What follows belongs to an exercise in optimizing a design on an open flow for small area and a short achievable clock period; a production flow would make more cautious choices.
In this exercise RTL edits were held to simulation tests only and were not proved equivalent to the original.
Power figures rest on the tool's default switching activity, not on a simulated workload.

## pst_brain_core
module pst_brain_core (
  input  logic       clk,
  input  logic       rst,
  input  logic [7:0] cur0,
  input  logic [7:0] cur1,
  input  logic [7:0] cur2,
  input  logic [7:0] cur3,
  output logic [7:0] phase0,
  output logic [7:0] phase1,
  output logic [7:0] phase2,
  output logic [7:0] phase3,
  output logic [2:0] winner,
  output logic [7:0] winner_score,
  output logic [7:0] winner_rel,
  output logic [7:0] w_ab,
  output logic [7:0] w_ac,
  output logic [7:0] w_ad,
  output logic [7:0] w_bc,
  output logic [7:0] w_bd,
  output logic [7:0] w_cd,
  output logic [7:0] seq_slot_A,
  output logic [7:0] seq_slot_B,
  output logic       seq_force_valid,
  output logic [7:0] seq_force_pred,
  output logic [7:0] pred_out,
  output logic [7:0] pred_err,
  output logic       reward_out,
  output logic [2:0] gamma_cnt,
  output logic [2:0] theta_cnt,
  output logic       theta_tick,
  output logic       episode_last,
  output logic [2:0] ep_winner,
  output logic [3:0] ep_strength,
  output logic       ep_valid,
  output logic       exploit_mode,
  output logic       explore_mode,
  output logic [1:0] confidence_level,
  output logic       err_explore,
  output logic       delta_tick,
  output logic [2:0] topic_winner,
  output logic [2:0] topic_strength,
  output logic       topic_valid
);
For scale: about 2200 cells after synthesis, roughly 200 I/O pins, roughly 19000 µm² of cells after synthesis.
clock: 40.0 ns
lec_check: 0
abc_area: 1
cap_margin: 20
core_margin: 2
core_utilization: 57
cts_buf_list: sky130_fd_sc_hd__clkbuf_8
cts_cluster_diameter: 60
cts_cluster_size: 16
slew_margin: 20
standard.sh (not shown) runs the stock make flow with config.mk's settings and CLKGATE_MAP_FILE= SYNTH_SCRIPT=/design/flow/synth_recipe.tcl, a recipe that flattens the netlist after the stock synthesis.
==> flow/flow/run.sh <==
#!/bin/bash
# The standard layout with these changes:
# - synthesis maps the logic with the ABC script flow/abc_area.script (an area-recovering
#   mapping) in place of ORFS's abc_area.script; the scripts folder is otherwise ORFS's own,
#   copied unchanged, and synthesis still runs through synth_recipe.tcl;
# - the adder step (extract_fa and its map file) is skipped, so ABC maps adders too;
# - the ports are buffered with buf_1 instead of the delay buffer buffer_ports picks;
# - the timing repair steps aim for a setup slack margin of 30.7 ns, so that they size up the
#   slowest paths;
# - clock tree synthesis runs with config.mk's CTS settings and without dummy loads.
# The clock constraint (constraint.sdc) is unchanged. Each tool's output is in orfs/logs; make's
# own output goes to standard.log.
set -euo pipefail
here=$(pwd)
rm -rf "$here/scripts_abc"
cp -r "$FLOW_HOME/scripts" "$here/scripts_abc"
cp "$here/flow/abc_area.script" "$here/scripts_abc/abc_area.script"
bash standard.sh SCRIPTS_DIR="$here/scripts_abc" BUFFER_PORTS_ARGS="-buffer_cell sky130_fd_sc_hd__buf_1" ADDER_MAP_FILE= SETUP_SLACK_MARGIN=30.7 CTS_ARGS="-sink_clustering_enable -repair_clock_nets -sink_clustering_size 16 -sink_clustering_max_diameter 60 -buf_list sky130_fd_sc_hd__clkbuf_8 -dont_use_dummy_load" finish > standard.log 2>&1
==> flow/flow/abc_area.script <==
&get -n
&st
&dc2
&dch -f
&nf -R 1000 -p
&st
&dc2
&dch -f
&nf -R 1000 -p
&put
topo
The baseline completed without violations.
==> next run, changes <==
==> flow/flow/run.sh (replaced) <==
#!/bin/bash
set -euo pipefail
bash standard.sh BUFFER_PORTS_ARGS="-buffer_cell sky130_fd_sc_hd__buf_1" finish > standard.log 2>&1
- CORE_UTILIZATION: 57 -> 60
removed: flow/flow/abc_area.script
After rerunning:
- The new run completed with no timing, DRC or antenna violations
- final cell count goes up by 23%
- die area goes up by 12%
- count of clock-buffer cells in the layout goes down by 3
- wire length goes up by 14%
- worst setup slack got worse by 0.19 ns
- via count goes up by 14%

Another version of the RTL of pst_brain_core (not shown whole).
Size: ~2400 cells after synthesis, ~310 flip-flops, about 200 I/O pins, roughly 22000 µm² of cells after synthesis.
clock: 40.0 ns
lec_check: 0
abc_area: 1
cap_margin: 20
core_margin: 2
core_utilization: 60
cts_buf_list: sky130_fd_sc_hd__clkbuf_8
cts_cluster_diameter: 60
cts_cluster_size: 16
slew_margin: 20
==> flow/flow/run.sh <==
#!/bin/bash
# The standard layout with these changes:
# - synthesis maps the logic with the ABC script flow/abc_area.script (an area-recovering
#   mapping) in place of ORFS's abc_area.script; the scripts folder is otherwise ORFS's own,
#   copied unchanged, and synthesis still runs through synth_recipe.tcl;
# - the ports are buffered with buf_1 instead of the delay buffer buffer_ports picks;
# - the timing repair steps aim for a setup slack margin of 30.4 ns, so that they size up the
#   slowest paths.
# The clock constraint (constraint.sdc) is unchanged. Each tool's output is in orfs/logs; make's
# own output goes to standard.log.
set -euo pipefail
here=$(pwd)
rm -rf "$here/scripts_abc"
cp -r "$FLOW_HOME/scripts" "$here/scripts_abc"
cp "$here/flow/abc_area.script" "$here/scripts_abc/abc_area.script"
bash standard.sh SCRIPTS_DIR="$here/scripts_abc" BUFFER_PORTS_ARGS="-buffer_cell sky130_fd_sc_hd__buf_1" SETUP_SLACK_MARGIN=30.4 finish > standard.log 2>&1
==> flow/flow/abc_area.script <==
&get -n
&st
&dch -f
&nf -R 1000
&put
topo
stime -c
buffer -c
upsize -c
dnsize -c
Change:
==> flow/flow/run.sh (replaced) <==
#!/bin/bash
set -euo pipefail
bash standard.sh BUFFER_PORTS_ARGS="-buffer_cell sky130_fd_sc_hd__buf_1" SETUP_SLACK_MARGIN=30.5 finish > standard.log 2>&1
removed: flow/flow/abc_area.script
=>
- The new run finished with timing, DRC and antenna clean
- utilization is lower by 0.17 points
- wire length is higher by 11%
- cell count is higher by 21%
- die area is higher by 5.3%
Change:
==> flow/flow/run.sh (replaced) <==
#!/bin/bash
# The standard layout with these changes:
# - synthesis maps the logic with the ABC script flow/abc_area.script (an area-recovering
#   mapping) in place of ORFS's abc_area.script; the scripts folder is otherwise ORFS's own,
#   copied unchanged, and synthesis still runs through synth_recipe.tcl;
# - the ports are buffered with buf_1 instead of the delay buffer buffer_ports picks;
# - the timing repair steps aim for a setup slack margin of 30.4 ns, so that they size up the
#   slowest paths.
# The clock constraint (constraint.sdc) is unchanged. Each tool's output is in orfs/logs; make's
# own output goes to standard.log.
set -euo pipefail
here=$(pwd)
rm -rf "$here/scripts_abc"
cp -r "$FLOW_HOME/scripts" "$here/scripts_abc"
cp "$here/flow/abc_area.script" "$here/scripts_abc/abc_area.script"
bash standard.sh SCRIPTS_DIR="$here/scripts_abc" BUFFER_PORTS_ARGS="-buffer_cell sky130_fd_sc_hd__buf_1" SETUP_SLACK_MARGIN=30.4 finish > standard.log 2>&1
==> flow/flow/abc_area.script (new file) <==
&get -n
&st
&dch -f
&nf -R 1000 -p
&put
topo
Outcome: Flip-flop and latch count is unchanged; utilization grows by 1.9 points; area after synthesis shrinks by 7.7%; combinational power barely changes; global-route usage shrinks by 1.2 points; total power grows by 2.0%; die area shrinks by 7.5%; clock power grows by about 5%; final cell count shrinks by 18%; via count shrinks by 12%; count of clock-buffer cells in the layout grows by 6.

RTL: one of the versions met above, not the one the previous note started from.
Size: ~2200 cells after synthesis.
Settings: LEC_CHECK=0, ABC_AREA=1, CAP_MARGIN=20, CORE_MARGIN=2, CORE_UTILIZATION=60, CTS_BUF_LIST=sky130_fd_sc_hd__clkbuf_8, CTS_CLUSTER_DIAMETER=60, CTS_CLUSTER_SIZE=16, SLEW_MARGIN=20; clock period 40.0 ns.
==> flow/flow/run.sh <==
#!/bin/bash
# The standard layout with these changes:
# - synthesis maps the logic with the ABC script flow/abc_area.script (an area-recovering
#   mapping) in place of ORFS's abc_area.script; the scripts folder is otherwise ORFS's own,
#   copied unchanged, and synthesis still runs through synth_recipe.tcl;
# - the adder step (extract_fa and its map file) is skipped, so ABC maps adders too;
# - the ports are buffered with buf_1 instead of the delay buffer buffer_ports picks;
# - the timing repair steps aim for a setup slack margin of 30.7 ns, so that they size up the
#   slowest paths;
# - clock tree synthesis runs with config.mk's CTS settings without dummy loads and with a clkbuf_16 at the root.
# The clock constraint (constraint.sdc) is unchanged. Each tool's output is in orfs/logs; make's
# own output goes to standard.log.
set -euo pipefail
here=$(pwd)
rm -rf "$here/scripts_abc"
cp -r "$FLOW_HOME/scripts" "$here/scripts_abc"
cp "$here/flow/abc_area.script" "$here/scripts_abc/abc_area.script"
bash standard.sh SCRIPTS_DIR="$here/scripts_abc" BUFFER_PORTS_ARGS="-buffer_cell sky130_fd_sc_hd__buf_1" ADDER_MAP_FILE= SETUP_SLACK_MARGIN=30.7 CTS_ARGS="-sink_clustering_enable -repair_clock_nets -sink_clustering_size 16 -sink_clustering_max_diameter 60 -buf_list sky130_fd_sc_hd__clkbuf_8 -dont_use_dummy_load -root_buf sky130_fd_sc_hd__clkbuf_16" finish > standard.log 2>&1
==> flow/flow/abc_area.script <==
&get -n
&st
&dc2
&dch -f
&nf -R 1000 -p
&st
&dc2
&dch -f
&nf -R 1000 -p
&put
topo
The first run ran to the end with no violations.
Edit:
==> flow/flow/run.sh (replaced) <==
#!/bin/bash
set -euo pipefail
bash standard.sh BUFFER_PORTS_ARGS="-buffer_cell sky130_fd_sc_hd__buf_1" finish > standard.log 2>&1
ABC_AREA = not set   (was 1)
removed: flow/flow/abc_area.script
What happened: The new run completed with no timing, DRC or antenna violations; wire length came out higher by 19%; setup slack loses 1.7 ns; die area is higher by 18%; sequential cell count does not change; sequential share of layout area decreases by 4.1 points; cell area increases by 12%; non-clock buffer count goes down by 41; critical path depth went up by 27; clock skew hardly moves; global-route usage is higher by 0.71 points; worst hold slack is worse by 0.020 ns.
Edit:
==> flow/flow/run.sh (replaced) <==
#!/bin/bash
set -euo pipefail
bash standard.sh BUFFER_PORTS_ARGS="-buffer_cell sky130_fd_sc_hd__buf_1" SETUP_SLACK_MARGIN=30.4 finish > standard.log 2>&1
ABC_AREA = 1   (was not set)
GPL_TIMING_DRIVEN = 1   (was not set)
Effect: Flip-flop and latch count stays the same; clock power went down by a little under a tenth; critical path depth went down by 37; via count came out higher by a few percent; routed wire length stays flat; setup slack gets better by 1.4 ns; cell area goes up slightly; clock-buffer cell count is lower by 5.
Edit:
==> flow/flow/run.sh (replaced) <==
#!/bin/bash
set -euo pipefail
bash standard.sh BUFFER_PORTS_ARGS="-buffer_cell sky130_fd_sc_hd__buf_1" finish > standard.log 2>&1
CORE_UTILIZATION = 70   (was 60)
GPL_TIMING_DRIVEN = not set   (was 1)
The changed run finished with timing, DRC and antenna clean.
Die area went down by about a fifth.
Design area went down slightly.
Worst setup slack got worse by 0.62 ns.
Sequential power stays flat.

static timing again, ports no longer ideal:
No port has a modelled driver above. Below, the same layouts with a new extraction and two added sets of constraints.
Step 1 sets driving cells, clkbuf_16 on the clock port and buf_2 on the other inputs (assumed; they add their load-dependent delay and slew).
Step 2 also shifts input and output timing later by t, the mid clock arrival at the registers, as if the neighbouring blocks saw the same clock.
Slacks: ideal ports / drivers / drivers and shift; pairs: ideal ports / drivers.
| run | shift t [ns] | setup WS [ns] | hold slack, ns | worst setup path at the end | worst register clock-pin slew, ns |
|---|---|---|---|---|---|
| the first run of note 1 | 0.616 | 30.612 / 30.563 / 30.154 | 0.467 / 0.467 / 0.467 | input to register | 0.10 / 0.10 |
| the second run of note 1 | 0.728 | 30.419 / 30.369 / 29.920 | 0.465 / 0.465 / 0.465 | input to register | 0.11 / 0.11 |
| the first run of note 2 | 0.641 | 30.496 / 30.445 / 30.083 | 0.459 / 0.459 / 0.459 | input to register | 0.11 / 0.11 |
| the second run of note 2 | 0.702 | 30.546 / 30.494 / 30.161 | 0.466 / 0.466 / 0.466 | input to register | 0.10 / 0.10 |
| the third run of note 2 | 0.603 | 30.473 / 30.421 / 30.098 | 0.458 / 0.458 / 0.458 | input to register | 0.11 / 0.11 |
| the first run of note 3 | 0.533 | 30.663 / 30.665 / 30.146 | 0.475 / 0.475 / 0.475 | input to register | 0.10 / 0.10 |
| the second run of note 3 | 0.662 | 28.972 / 28.972 / 28.972 | 0.454 / 0.454 / 0.454 | register to register | 0.11 / 0.11 |
| the third run of note 3 | 0.738 | 30.406 / 30.350 / 30.050 | 0.469 / 0.469 / 0.469 | input to register | 0.11 / 0.11 |
| the fourth run of note 3 | 0.635 | 29.784 / 29.784 / 29.784 | 0.466 / 0.466 / 0.466 | register to register | 0.10 / 0.10 |
After both steps every run listed still meets setup and hold. For the first run of note 3, which loses most, drivers alone change the setup slack by +0.002 ns; drivers and shift together by -0.517 ns.
